This design comes from an exercise in tuning for a short achievable clock period and few clock cycles per item on the open sky130 flow, not from production work. Only simulation tests tie the RTL to the original design; equivalence was not proved. Power is estimated from default activity; no workload was simulated.

## flow/design.v (module list and top-level ports; edited modules follow where they fit)
// module maze_generator: 1576 lines
module maze_generator #(
  parameter logic [15:0] DEFAULT_SEED = 16'hACE1
) (
  input  logic         clk,
  input  logic         resetn,
  input  logic         start,
  input  logic [15:0]  seed,
  output logic [624:0] maze,
  output logic         load,
  output logic         busy
);
  // ...
==> flow/flow/run.sh <==
#!/bin/bash
# The standard layout, run in three parts. The SDC is unchanged; from
# clock tree synthesis on, the timing repair's setup margin is raised so that
# repair_timing keeps shortening paths that already meet the 12 ns period
# (aiming at 4 ns), looking at the worst 5% of endpoints.
set -euo pipefail
bash standard.sh synth > synth.log 2>&1
bash standard.sh floorplan place > place.log 2>&1
bash standard.sh SETUP_SLACK_MARGIN=8 TNS_END_PERCENT=5 cts grt route finish > finish.log 2>&1
==> flow/standard.sh <==
#!/bin/bash
# synth_recipe.tcl (not shown) runs the flow's synth.tcl, then flattens the netlist and writes it again
# the make line also repeats each setting of config.mk as NAME=value (left out here)
make -C /OpenROAD-flow-scripts/flow DESIGN_CONFIG=/design/flow/config.mk WORK_HOME=/design/flow/orfs CLKGATE_MAP_FILE= SYNTH_SCRIPT=/design/flow/synth_recipe.tcl "${@:-finish}"
==> flow/config.mk <==
export PLATFORM = sky130hd
export DESIGN_NAME = maze_generator
export DESIGN_NICKNAME = maze_generator
export VERILOG_FILES = /design/flow/design.v
export SDC_FILE = /design/flow/constraint.sdc
export NUM_CORES = 4
export LEC_CHECK = 0
export CAP_MARGIN = 20
export CORE_MARGIN = 2
export CORE_UTILIZATION = 25
export SLEW_MARGIN = 20
==> flow/constraint.sdc <==
create_clock -name core_clock -period 12.0 [get_ports {clk}]
set_input_delay 2.4000 -clock core_clock [delete_from_list [all_inputs] [get_ports {clk}]]
set_output_delay 2.4000 -clock core_clock [all_outputs]
set_load 0.01 [all_outputs]
==> results.sh, run 1 <==
export IMPL_status="aborted with a tool error"
export IMPL_haltStage="5_1_grt"
export IMPL_stop_error="[ERROR GRT-0116] Global routing finished with congestion. Check the congestion regions in the DRC Viewer."
export IMPL_synth_cell_area_um2=158000
export IMPL_syn_instance_count=22200
export IMPL_initial_utilization=0.250
export IMPL_preCtsSetupSlack_ns=3.68
export IMPL_clkSinkCount=1549
export IMPL_met3_usage=0.637
export IMPL_postCtsSetupRepairBufs=381
export IMPL_hpwl_um=1150000
export IMPL_globalplace_congestion=1.34
export IMPL_numPlacedInstances=30100
export IMPL_grt_total_usage=0.695
export IMPL_synthArstFlopShare=0.0174
export IMPL_synth_xor_xnor_area_share=0.000665
export IMPL_ys_top_cells_by_count="clkbuf_1, o22ai_1, a22oi_1, a221oi_1, dfxtp_1"
export IMPL_yosysTopAreaCell="dfxtp_1"
export IMPL_yosys_register_bits=1549
export IMPL_postCtsResizedCells=844
export IMPL_synth_top_area_frac=0.190
export IMPL_cts_hold_buf=0
export IMPL_muxShareOfSynthArea=0.00351
export IMPL_cts_htree_levels=4
export IMPL_synthDistinctLibCells=117
export IMPL_synth_most_common_cell="clkbuf_1"
export IMPL_die_w_um=799
export IMPL_rows=292
export IMPL_synth_area_per_cell_um2=7.10
export IMPL_global_route_usage_met1=0.708
export IMPL_synthFlopType="dfxtp_1"
export IMPL_yosys_warnings=1
export IMPL_grt_pass1_vias=284000
export IMPL_synth_compound_area_frac=0.539
export IMPL_synth_edf_count=24
export IMPL_synth_simple_gate_area_frac=0.131
export IMPL_synth_seq_area_share=0.199
export IMPL_synth_top_family_by_area="compound AO/OA/AOI/OAI gates"
export IMPL_ioPinCount=646
export IMPL_gr_total_overflow=767
export IMPL_grt_max_degree=204
export IMPL_grt_busiest_layer="met2"
Testbench counts, summed over its fixed seeds: cycles 6,929, mazes 48.
==> run 2, diff against run 1 <==
==> flow/run.sh (new file) <==
#!/bin/bash
# synth_recipe.tcl (not shown) runs the flow's synth.tcl, then flattens the netlist and writes it again
# the make line also repeats each setting of config.mk as NAME=value (left out here)
make -C /OpenROAD-flow-scripts/flow DESIGN_CONFIG=/design/flow/config.mk WORK_HOME=/design/flow/orfs CLKGATE_MAP_FILE= SYNTH_SCRIPT=/design/flow/synth_recipe.tcl finish
--- a/flow/config.mk
+++ b/flow/config.mk
@@ -8,4 +8,5 @@
 export CAP_MARGIN = 20
 export CORE_MARGIN = 2
 export CORE_UTILIZATION = 25
+export SETUP_SLACK_MARGIN = 5
 export SLEW_MARGIN = 20
removed: flow/flow/run.sh
removed: flow/standard.sh
==> run 2 against run 1 <==
- synthesized cell count is the same
- the flow again stops in 5_1_grt
- area after synthesis is the same
==> results.sh, run 2 <==
export IMPL_cts_made_buffers=201
export IMPL_clkSinkCount=1549
export IMPL_cts_buffer_depth=4
export IMPL_synth_most_common_cell="clkbuf_1"
export IMPL_initial_utilization=0.250
export IMPL_die_h_um=799
export IMPL_ys_top_cells_by_count="clkbuf_1, o22ai_1, a22oi_1, a221oi_1, dfxtp_1"
export IMPL_yosys_warnings=1
export IMPL_rows=292
export IMPL_synth_cell_area_um2=158000
export IMPL_stop_error="[ERROR GRT-0116] Global routing finished with congestion. Check the congestion regions in the DRC Viewer."
export IMPL_synth_seq_area_share=0.199
export IMPL_portBuffers=427
export IMPL_ioPinCount=646
export IMPL_hpwl_um=1150000
export IMPL_grt_pass1_vias=270000
export IMPL_grt_total_usage=0.653
export IMPL_gr_total_overflow=39
export IMPL_synth_edf_count=24
export IMPL_synthArstFlopShare=0.0174
export IMPL_globalplace_congestion=1.34
export IMPL_synth_area_per_cell_um2=7.10
export IMPL_yosysTopAreaCell="dfxtp_1"
export IMPL_yosys_register_bits=1549
export IMPL_cts_root_buf="clkbuf_16"
export IMPL_cts_htree_levels=4
export IMPL_die_w_um=799
export IMPL_synthDistinctLibCells=117
export IMPL_grt_pass1_wl_um=2860000
export IMPL_synth_area_leaders="dfxtp_1, o22ai_1, a22oi_1"
export IMPL_synthFlopType="dfxtp_1"
export IMPL_status="aborted with a tool error"
export IMPL_syn_instance_count=22200
export IMPL_grt_max_degree=204
export IMPL_synth_top_area_frac=0.190
export IMPL_haltStage="5_1_grt"
-- run 2: cell counts after synthesis --
No cell type changed its count.
-- run 2: worst min-delay path by stage --
stage,startpoint,end,slack (ns),depth (start not counted)
after floorplan,cellbit[13],cellbit[13],0.47,2
after global placement,cellbit[13],cellbit[13],0.44,2
after detailed placement,cellbit[13],cellbit[13],0.44,2
after CTS,cellbit[13],cellbit[13],0.45,2
-- run 2: metrics by stage --
stage / worst slack (ns) / cells / util / hold slack (ns) / instance area, µm²
2_1_floorplan: 7.50 / 22500 / - / 0.466 / 159000
3_3_place_gp: 2.55 / 30100 / 0.290 / 0.437 / 183000
3_5_place_dp: 3.68 / 30100 / 0.291 / 0.441 / 184000
4_1_cts: 5.00 / 30500 / 0.303 / 0.450 / 191000
-- run 2: cells by family after synthesis --
logic type	Yosys count	share of synthesized area
flops	1549	0.199
buf+inv	4881	0.126
simple gates	4376	0.131
xor+xnor	12	0.000665
mux	50	0.00351
compound gates	11400	0.539
other cells	2	0.0000475
fa+ha+maj	19	0.00150
-- run 2: power groups by stage --
| stage | clock network, mW | registers [mW] | logic, mW |
|---|---|---|---|
| 2_1_floorplan | 0 | 7.43 | 21.6 |
| 3_3_place_gp | 0 | 10.8 | 39.6 |
| 4_1_cts | 6.65 | 10.9 | 40.0 |
| 3_5_place_dp | 0 | 11.0 | 39.8 |
-- run 2: metal layers --
metal	global-route usage	overflow
met3	0.623	17
met5	0.493	0
met1	0.643	2
met4	0.576	16
met2	0.743	4
-- run 2: timing repair --
item | CTS
endpoints found under the setup margin | 1511
gates resized for setup | 98
hold buffers | 0
pin swaps | 11
setup buffers | 20
gates cloned | 2
